Background: an optimization exercise with open tools, aiming at small area, a short achievable clock period and few clock cycles per item. Do not read the settings as production practice.
In this exercise RTL edits were held to simulation tests only and were not proved equivalent to the original.
Power figures rest on the tool's default switching activity, not on a simulated workload.

// zone_map_range_pruner
module zone_map_range_pruner (
  input  logic                          clk,
  input  logic                          rst,
  input  logic                          psel,
  input  logic                          penable,
  input  logic                          pwrite,
  input  logic [zmrp_pkg::ADDR_W-1:0]   paddr,
  input  logic [zmrp_pkg::DATA_W-1:0]   pwdata,
  output logic [zmrp_pkg::DATA_W-1:0]   prdata,
  output logic                          pready,
  input  logic                          ranges_valid,
  output logic                          ranges_ready,
  input  logic [zmrp_pkg::KEY_W-1:0]    ranges_range_min_key,
  input  logic [zmrp_pkg::KEY_W-1:0]    ranges_range_max_key,
  input  logic                          ranges_min_known,
  input  logic                          ranges_max_known,
  input  logic                          ranges_min_incl,
  input  logic                          ranges_max_incl,
  input  logic                          ranges_type_conflict,
  input  logic                          ranges_meta_present,
  input  logic                          ranges_meta_current,
  input  logic                          ranges_pred_compatible,
  input  logic [zmrp_pkg::PAGE_W-1:0]   ranges_page_span,
  output logic                          results_valid,
  input  logic                          results_ready,
  output logic                          results_pruned,
  output logic [zmrp_pkg::REASON_W-1:0] results_reason_code,
  output logic [zmrp_pkg::RCNT_W-1:0]   results_ranges_pruned_total,
  output logic [zmrp_pkg::RCNT_W-1:0]   results_ranges_scanned_total,
  ...
Size: ~480 I/O pins, ~19,000 sq um of cells after synthesis.
==> flow/config.mk <==
export PLATFORM = sky130hd
export DESIGN_NAME = zone_map_range_pruner
export DESIGN_NICKNAME = zone_map_range_pruner
export VERILOG_FILES = /design/flow/design.v
export SDC_FILE = /design/flow/constraint.sdc
export NUM_CORES = 4
export LEC_CHECK = 0
export CAP_MARGIN = 20
export CORE_MARGIN = 2
export CORE_UTILIZATION = 40
export CTS_CLUSTER_DIAMETER = 100
export CTS_CLUSTER_SIZE = 30
export SETUP_SLACK_MARGIN = 2.0
export SLEW_MARGIN = 20
==> flow/constraint.sdc <==
create_clock -name core_clock -period 5.0 [get_ports {clk}]
set_input_delay 1.0000 -clock core_clock [delete_from_list [all_inputs] [get_ports {clk}]]
set_output_delay 1.0000 -clock core_clock [all_outputs]
set_load 0.01 [all_outputs]
standard.sh (not shown) runs the stock make flow with config.mk's settings and CLKGATE_MAP_FILE= SYNTH_SCRIPT=/design/flow/synth_recipe.tcl, a recipe that flattens the netlist after the stock synthesis.
==> flow/flow/run.sh <==
#!/bin/bash
# Layout flow: the standard synthesis, then the combinational logic is
# mapped again by ABC for delay (the registers stay as the standard synthesis
# made them, with the same names and cells), then the standard ORFS layout
# with the port buffers made of plain buf_1 cells.
set -euo pipefail
WORK=$(pwd)
R=$WORK/orfs/results/sky130hd/zone_map_range_pruner/base
PORTBUF="BUFFER_PORTS_ARGS=-buffer_cell sky130_fd_sc_hd__buf_1"
DELAY_PS=$(cat flow/abc_delay_ps)

# 1. standard synthesis, up to the Yosys netlist
bash standard.sh "$PORTBUF" "$R/1_2_yosys.v" > standard_synth.log 2>&1
cp "$R/1_2_yosys.v" "$R/1_2_yosys_standard.v"

# 2. map the combinational logic again, registers kept as they are
LIB=$FLOW_HOME/platforms/sky130hd/lib/sky130_fd_sc_hd__tt_025C_1v80.lib
SEQ=$(grep -oE 'cell \("?sky130_fd_sc_hd__(df|edf|sdf|dl|sdl|ebuf|einv|lpflow|conb)[a-z0-9_]*' "$LIB" \
      | sed 's/cell ("\{0,1\}//' | sort -u | tr '\n' ' ')
DONT=$(sed -n '/^export DONT_USE_CELLS/,/^#/p' "$FLOW_HOME/platforms/sky130hd/config.mk" \
       | grep -oE 'sky130_fd_sc_hd__[a-z0-9_]+' | sort -u | sed 's/^/-dont_use /' | tr '\n' ' ')
if [[ -f flow/extra_dont_use ]]; then
  DONT="$DONT $(sed 's/^/-dont_use /' flow/extra_dont_use | tr '\n' ' ')"
fi
cat > resynth.ys <<EOS
read_liberty -ignore_miss_func $LIB
blackbox $SEQ
read_verilog $R/1_2_yosys_standard.v
hierarchy -top $FLOW_TOP
flatten
opt_clean
abc -liberty $LIB $DONT -script +strash;dch,-f;map,-D,$DELAY_PS;topo;buffer,-p;upsize,-D,$DELAY_PS;dnsize,-D,$DELAY_PS
opt_clean -purge
hilomap -singleton -hicell sky130_fd_sc_hd__conb_1 HI -locell sky130_fd_sc_hd__conb_1 LO
splitnets
opt_clean -purge
insbuf -buf sky130_fd_sc_hd__buf_4 A X
select $FLOW_TOP
write_verilog -noattr -noexpr -nohex -nodec -selected $R/1_2_yosys.v
select -clear
stat -liberty $LIB
EOS
yosys -s resynth.ys > resynth.log 2>&1
touch "$R/1_2_yosys.v"

# 3. the standard layout from the new netlist
EXTRA=()
if [[ -f flow/pre_resize.tcl ]]; then EXTRA+=("PRE_RESIZE_TCL=$WORK/flow/pre_resize.tcl"); fi
if [[ -f flow/extra_dont_use ]]; then
  PLAT_DONT=$(sed -n '/^export DONT_USE_CELLS/,/^#/p' "$FLOW_HOME/platforms/sky130hd/config.mk" \
              | grep -oE 'sky130_fd_sc_hd__[a-z0-9_]+' | tr '\n' ' ')
  EXTRA+=("DONT_USE_CELLS=$PLAT_DONT $(tr '\n' ' ' < flow/extra_dont_use)")
fi
if [[ -f flow/make_vars ]]; then while read -r v; do [[ -n "$v" ]] && EXTRA+=("$v"); done < flow/make_vars; fi
bash standard.sh "$PORTBUF" "${EXTRA[@]}" finish > standard_layout.log 2>&1
==> flow/flow/abc_delay_ps <==
1500
Other scripts of this flow, unchanged in this note and not shown: flow/flow/extra_dont_use
Testbench counts at the start, summed over its fixed seeds: cycles 16,064, items 16,000.
Next try:
--- a/flow/flow/run.sh
+++ b/flow/flow/run.sh
@@ -10,0 +11,2 @@
+ABC_SCRIPT="+strash;dch,-f;map,-D,$DELAY_PS;topo;buffer,-p;upsize,-D,$DELAY_PS;dnsize,-D,$DELAY_PS"
+if [[ -f flow/abc_script ]]; then ABC_SCRIPT=$(sed "s/DELAY_PS/$DELAY_PS/g" flow/abc_script); fi
@@ -32 +34 @@
-abc -liberty $LIB $DONT -script +strash;dch,-f;map,-D,$DELAY_PS;topo;buffer,-p;upsize,-D,$DELAY_PS;dnsize,-D,$DELAY_PS
+abc -liberty $LIB $DONT -script $ABC_SCRIPT
==> flow/flow/abc_delay_ps (replaced) <==
2000
==> flow/flow/pre_resize.tcl (new file) <==
set_max_fanout 12 [current_design]
- CTS_CLUSTER_DIAMETER: 100 -> default
- CTS_CLUSTER_SIZE: 30 -> default
The new run completed with no timing, DRC or antenna violations.
Worst setup slack gets worse by 91 ps.
Non-clock buffer count climbs by 162.
Via count went down by 0.37%.
Routed wire length went up by 3.0%.
Clock-buffer cell count climbs by 42.
Design area went up by 7.9%.
Global-route usage came out higher by 2.1 points.
Hold slack got worse by 29 ps.
Next try:
==> flow/flow/abc_delay_ps (replaced) <==
1200
=>
- final cell count increases by a few percent
- setup slack gets better by 90 ps
- critical path depth is lower by 20
- sequential share of layout area goes down by 0.45 points
- clock power decreases by a few percent
- non-clock buffer count is lower by 81
Next try:
--- a/flow/flow/run.sh
+++ b/flow/flow/run.sh
@@ -11,2 +10,0 @@
-ABC_SCRIPT="+strash;dch,-f;map,-D,$DELAY_PS;topo;buffer,-p;upsize,-D,$DELAY_PS;dnsize,-D,$DELAY_PS"
-if [[ -f flow/abc_script ]]; then ABC_SCRIPT=$(sed "s/DELAY_PS/$DELAY_PS/g" flow/abc_script); fi
@@ -34 +32 @@
-abc -liberty $LIB $DONT -script $ABC_SCRIPT
+abc -liberty $LIB $DONT -script +strash;dch,-f;map,-D,$DELAY_PS;topo;buffer,-p;upsize,-D,$DELAY_PS;dnsize,-D,$DELAY_PS
==> flow/flow/abc_delay_ps (replaced) <==
1500
- CTS_CLUSTER_DIAMETER: default -> 100
- CTS_CLUSTER_SIZE: default -> 24
- SETUP_SLACK_MARGIN: 2.0 -> 2.2
removed: flow/flow/pre_resize.tcl
The changed run completed with no timing, DRC or antenna violations.
Setup slack improves by 200 ps.
Total power came out lower by about 23%.
Synthesized cell count came out lower by 4.6%.
Design area came out lower by 6.8%.
Next try:
==> flow/flow/pre_resize.tcl (new file) <==
set_max_fanout 12 [current_design]
- CTS_CLUSTER_DIAMETER: 100 -> default
- CTS_CLUSTER_SIZE: 24 -> default
- SETUP_SLACK_MARGIN: 2.2 -> 2.0
After rerunning: The new run went through all stages and came out clean; critical path depth came out higher by 2; first-iteration DRC count came out lower by a few percent; utilization came out higher by 1.3 points; setup slack degrades by 190 ps; power came out higher by a quarter to a third; clock skew came out higher by 5.3 ps; routed wire length came out higher by a few percent.

## job 4247
zone_map_range_pruner again, from the RTL that the note above started with.
==> flow/design.v (excerpt) <==
module zone_map_range_pruner (
  input  logic                          clk,
  input  logic                          rst,
  input  logic                          psel,
  input  logic                          penable,
  input  logic                          pwrite,
  input  logic [zmrp_pkg::ADDR_W-1:0]   paddr,
  input  logic [zmrp_pkg::DATA_W-1:0]   pwdata,
  output logic [zmrp_pkg::DATA_W-1:0]   prdata,
  output logic                          pready,
  input  logic                          ranges_valid,
  output logic                          ranges_ready,
  input  logic [zmrp_pkg::KEY_W-1:0]    ranges_range_min_key,
  input  logic [zmrp_pkg::KEY_W-1:0]    ranges_range_max_key,
  input  logic                          ranges_min_known,
  input  logic                          ranges_max_known,
  input  logic                          ranges_min_incl,
  input  logic                          ranges_max_incl,
  input  logic                          ranges_type_conflict,
  input  logic                          ranges_meta_present,
  input  logic                          ranges_meta_current,
  input  logic                          ranges_pred_compatible,
  input  logic [zmrp_pkg::PAGE_W-1:0]   ranges_page_span,
  output logic                          results_valid,
  input  logic                          results_ready,
  output logic                          results_pruned,
  output logic [zmrp_pkg::REASON_W-1:0] results_reason_code,
  output logic [zmrp_pkg::RCNT_W-1:0]   results_ranges_pruned_total,
  output logic [zmrp_pkg::RCNT_W-1:0]   results_ranges_scanned_total,
  output logic [zmrp_pkg::PSUM_W-1:0]   results_pages_pruned_total,
  output logic [zmrp_pkg::PSUM_W-1:0]   results_pages_scanned_total,
  output logic                          results_any_pruned_flag
);
clock: 5.0 ns
lec_check: 0
cap_margin: 20
core_margin: 2
core_utilization: 40
cts_cluster_diameter: 100
cts_cluster_size: 24
setup_slack_margin: 2.4
slew_margin: 20
==> flow/flow/run.sh <==
#!/bin/bash
# Layout flow: the standard synthesis, then the combinational logic is
# mapped again by ABC for delay (the registers stay as the standard synthesis
# made them, with the same names and cells), then the standard ORFS layout
# with the port buffers made of plain buf_1 cells.
set -euo pipefail
WORK=$(pwd)
R=$WORK/orfs/results/sky130hd/zone_map_range_pruner/base
PORTBUF="BUFFER_PORTS_ARGS=-buffer_cell sky130_fd_sc_hd__buf_1"
DELAY_PS=$(cat flow/abc_delay_ps)

# 1. standard synthesis, up to the Yosys netlist
bash standard.sh "$PORTBUF" "$R/1_2_yosys.v" > standard_synth.log 2>&1
cp "$R/1_2_yosys.v" "$R/1_2_yosys_standard.v"

# 2. map the combinational logic again, registers kept as they are
LIB=$FLOW_HOME/platforms/sky130hd/lib/sky130_fd_sc_hd__tt_025C_1v80.lib
SEQ=$(grep -oE 'cell \("?sky130_fd_sc_hd__(df|edf|sdf|dl|sdl|ebuf|einv|lpflow|conb)[a-z0-9_]*' "$LIB" \
      | sed 's/cell ("\{0,1\}//' | sort -u | tr '\n' ' ')
DONT=$(sed -n '/^export DONT_USE_CELLS/,/^#/p' "$FLOW_HOME/platforms/sky130hd/config.mk" \
       | grep -oE 'sky130_fd_sc_hd__[a-z0-9_]+' | sort -u | sed 's/^/-dont_use /' | tr '\n' ' ')
if [[ -f flow/extra_dont_use ]]; then
  DONT="$DONT $(sed 's/^/-dont_use /' flow/extra_dont_use | tr '\n' ' ')"
fi
cat > resynth.ys <<EOS
read_liberty -ignore_miss_func $LIB
blackbox $SEQ
read_verilog $R/1_2_yosys_standard.v
hierarchy -top $FLOW_TOP
flatten
opt_clean
abc -liberty $LIB $DONT -script +strash;dch,-f;map,-D,$DELAY_PS;topo;buffer,-p;upsize,-D,$DELAY_PS;dnsize,-D,$DELAY_PS
opt_clean -purge
hilomap -singleton -hicell sky130_fd_sc_hd__conb_1 HI -locell sky130_fd_sc_hd__conb_1 LO
splitnets
opt_clean -purge
insbuf -buf sky130_fd_sc_hd__buf_4 A X
select $FLOW_TOP
write_verilog -noattr -noexpr -nohex -nodec -selected $R/1_2_yosys.v
select -clear
stat -liberty $LIB
EOS
yosys -s resynth.ys > resynth.log 2>&1
touch "$R/1_2_yosys.v"

# 3. the standard layout from the new netlist
EXTRA=()
if [[ -f flow/pre_resize.tcl ]]; then EXTRA+=("PRE_RESIZE_TCL=$WORK/flow/pre_resize.tcl"); fi
if [[ -f flow/extra_dont_use ]]; then
  PLAT_DONT=$(sed -n '/^export DONT_USE_CELLS/,/^#/p' "$FLOW_HOME/platforms/sky130hd/config.mk" \
              | grep -oE 'sky130_fd_sc_hd__[a-z0-9_]+' | tr '\n' ' ')
  EXTRA+=("DONT_USE_CELLS=$PLAT_DONT $(tr '\n' ' ' < flow/extra_dont_use)")
fi
if [[ -f flow/make_vars ]]; then while read -r v; do [[ -n "$v" ]] && EXTRA+=("$v"); done < flow/make_vars; fi
bash standard.sh "$PORTBUF" "${EXTRA[@]}" finish > standard_layout.log 2>&1
Other scripts of this flow, unchanged in this note and not shown: flow/flow/abc_delay_ps, flow/flow/extra_dont_use
Both conditions hold for job 4247: the flow ran to the end and the final layout passed the timing, DRC and antenna checks.
Testbench counts of job 4247, summed over its fixed seeds: cycles 16,064, items 16,000.
Input changes introduced in job 3836 (baseline for comparison: job 4247):
# job 4247
export LEC_CHECK = 0
export CAP_MARGIN = 20
export CORE_MARGIN = 2
export CORE_UTILIZATION = 40
export CTS_CLUSTER_DIAMETER = 100
export CTS_CLUSTER_SIZE = 24
export SETUP_SLACK_MARGIN = 2.4
export SLEW_MARGIN = 20
create_clock -name core_clock -period 5.0 [get_ports {clk}]
# job 3836
export LEC_CHECK = 0
export CAP_MARGIN = 20
export CORE_MARGIN = 2
export CORE_UTILIZATION = 40
export SETUP_SLACK_MARGIN = 2.3
export SLEW_MARGIN = 20
create_clock -name core_clock -period 5.0 [get_ports {clk}]
==> flow/flow/pre_resize.tcl (new file) <==
set_max_fanout 12 [current_design]
### Flow results
- There was hardly any difference in tightest hold margin between job 3836 and job 4247.
- Compared with job 4247, in job 3836 routed wire length went up, pin count of the biggest net entering global routing moved down, number of clock buffers in the layout higher, final instance count without filler cells picked up an extra 135, combinational fraction of design power dropped 2.5 points.
- First-pass GRT wire length: job 3836 > job 4247
- Placed instance count is higher on job 3836
- Overall routing resource usage ends up lower on job 4247.
- Job 3836 ends up with a relative area of clock buffers and inverters in the final design that is 3.2 points higher than in job 4247.
- Compared with job 4247, job 3836 shows a lower slack of the critical path.
### job 3836 -> job 7656
# job 3836
export LEC_CHECK = 0
export CAP_MARGIN = 20
export CORE_MARGIN = 2
export CORE_UTILIZATION = 40
export SETUP_SLACK_MARGIN = 2.3
export SLEW_MARGIN = 20
create_clock -name core_clock -period 5.0 [get_ports {clk}]
# job 7656
export LEC_CHECK = 0
export CAP_MARGIN = 20
export CORE_MARGIN = 2
export CORE_UTILIZATION = 40
export SETUP_SLACK_MARGIN = 2.0
export SLEW_MARGIN = 20
create_clock -name core_clock -period 5.0 [get_ports {clk}]
removed: flow/flow/pre_resize.tcl
## What came out
Job 7656: no failed stages, no open violations at the end. Comparing job 7656 and job 3836, transition time of the tightest slew-check pin is higher on job 7656. Job 7656 against job 3836: clock latency on the worst-skew pair held steady; clock skew after layout shrank by 11 ps. Taking job 3836 as the reference, in job 7656 fraction of standard cell area that is sequential picked up an extra 4.2 points, power dissipated in the clock network lost about 3%. Job 7656: total power of the final layout is 4.2% lower than what job 3836 reported. dfxtp_2 as the library cell contributing the largest single delay on the critical path was reported by job 3836, and dfxtp_1 by job 7656. NOTE via count job 3836->job 7656 decreased by a few percent.
Input changes introduced in job 2603 (baseline for comparison: job 7656):
# job 7656
export LEC_CHECK = 0
export CAP_MARGIN = 20
export CORE_MARGIN = 2
export CORE_UTILIZATION = 40
export SETUP_SLACK_MARGIN = 2.0
export SLEW_MARGIN = 20
create_clock -name core_clock -period 5.0 [get_ports {clk}]
# job 2603
export LEC_CHECK = 0
export CAP_MARGIN = 20
export CORE_MARGIN = 2
export CORE_UTILIZATION = 40
export CTS_CLUSTER_DIAMETER = 100
export CTS_CLUSTER_SIZE = 24
export SETUP_SLACK_MARGIN = 2.0
export SLEW_MARGIN = 20
create_clock -name core_clock -period 5.0 [get_ports {clk}]
--- outcome ---
Job 2603 completed; timing, DRC and antenna clean. From job 7656 to job 2603 the numbers moved as follows: minimum clock period neither gained nor lost much; CTS sink count shows no meaningful change; overall track demand over capacity in global routing went down. Job 7656 -> job 2603: sequential cell area delta 0, exact match. The fraction of the cycle the final worst path needs on job 7656 is in line with that on job 2603. Job 2603 ends up with a H-tree depth that is 1 lower than in job 7656. Diff job 7656 and job 2603: wire length higher in job 7656.
Modified inputs, job 6242 compared to job 2603
# job 2603
export LEC_CHECK = 0
export CAP_MARGIN = 20
export CORE_MARGIN = 2
export CORE_UTILIZATION = 40
export CTS_CLUSTER_DIAMETER = 100
export CTS_CLUSTER_SIZE = 24
export SETUP_SLACK_MARGIN = 2.0
export SLEW_MARGIN = 20
create_clock -name core_clock -period 5.0 [get_ports {clk}]
# job 6242
export LEC_CHECK = 0
export CAP_MARGIN = 20
export CORE_MARGIN = 2
export CORE_UTILIZATION = 40
export SETUP_SLACK_MARGIN = 1.7
export SLEW_MARGIN = 20
create_clock -name core_clock -period 5.0 [get_ports {clk}]
==> flow/flow/pre_resize.tcl (new file) <==
set_max_fanout 12 [current_design]
[summary]
Result for job 2603 and job 6242: all clean. Row final instance count without filler cells: job 6242 higher / job 2603 lower. Sequential power across job 2603 and job 6242: no real change. Clock buffer count from CTS: higher on job 6242. Run comparison: job 6242 top layer used by detailed routing met5; job 2603 top layer used by detailed routing met4. Post-CTS setup repair buffer count is lower on job 6242. Of job 6242 and job 2603, it is job 6242 that has the lower relative contribution of combinational cells to total power. Between job 2603 and job 6242, the flow reports standard cell area after detailed placement increasing slightly. Highest achievable clock rate (higher): job 2603. Of job 2603 and job 6242, the higher routed wire length per instance belongs to job 6242. Looking at pin slew with the least headroom to its limit across job 2603 and job 6242, the one that comes out lower is job 6242. Power ended up 0.0011 W higher on job 6242 than on job 2603. sequential cells as the main power-consuming group was reported by job 2603, and the clock network by job 6242.

re-timing with driven ports:
The results above use ideal ports. As a check the final layouts listed here were re-extracted and re-timed, cells and wires unchanged.
Step 1 assumes that a clkbuf_16 drives the clock port and a buf_2 every other input.
Step 2 moves the port delays by t, midway between the first and last clock arrival at a register: inputs arrive t later, outputs are due t later. That takes back most of the time a late clock gives input paths.
a / b / c = no drivers / after step 1 / after step 2; a / b = the first two.
| run | t (ns) | setup WS [ns] | worst register clock-pin slew, ns | worst slew at a driven data input, ns |
|---|---|---|---|---|
| the first run of note 1 | 0.603 | 2.062 / 2.007 / 1.625 | 0.12 / 0.12 | 0.11 |
| the second run of note 1 | 0.626 | 1.971 / 1.971 / 1.483 | 0.06 / 0.06 | 0.14 |
| the third run of note 1 | 0.619 | 2.061 / 2.001 / 1.511 | 0.06 / 0.06 | 0.12 |
| the fourth run of note 1 | 0.581 | 2.264 / 2.210 / 1.814 | 0.10 / 0.10 | 0.10 |
| the fifth run of note 1 | 0.614 | 2.069 / 2.010 / 1.559 | 0.06 / 0.06 | 0.11 |
| job 4247 | 0.597 | 2.280 / 2.226 / 1.882 | 0.11 / 0.11 | 0.15 |
| job 3836 | 0.617 | 2.217 / 2.165 / 1.681 | 0.06 / 0.06 | 0.18 |
| job 7656 | 0.615 | 2.090 / 2.036 / 1.655 | 0.06 / 0.06 | 0.11 |
| job 2603 | 0.605 | 2.090 / 2.033 / 1.651 | 0.11 / 0.11 | 0.11 |
| job 6242 | 0.613 | 1.790 / 1.731 / 1.354 | 0.06 / 0.06 | 0.11 |
After both steps setup and hold are still met in every run listed. The setup slack of the third run of note 1, which loses most, moves by -0.060 ns with the drivers and by -0.550 ns with both steps.
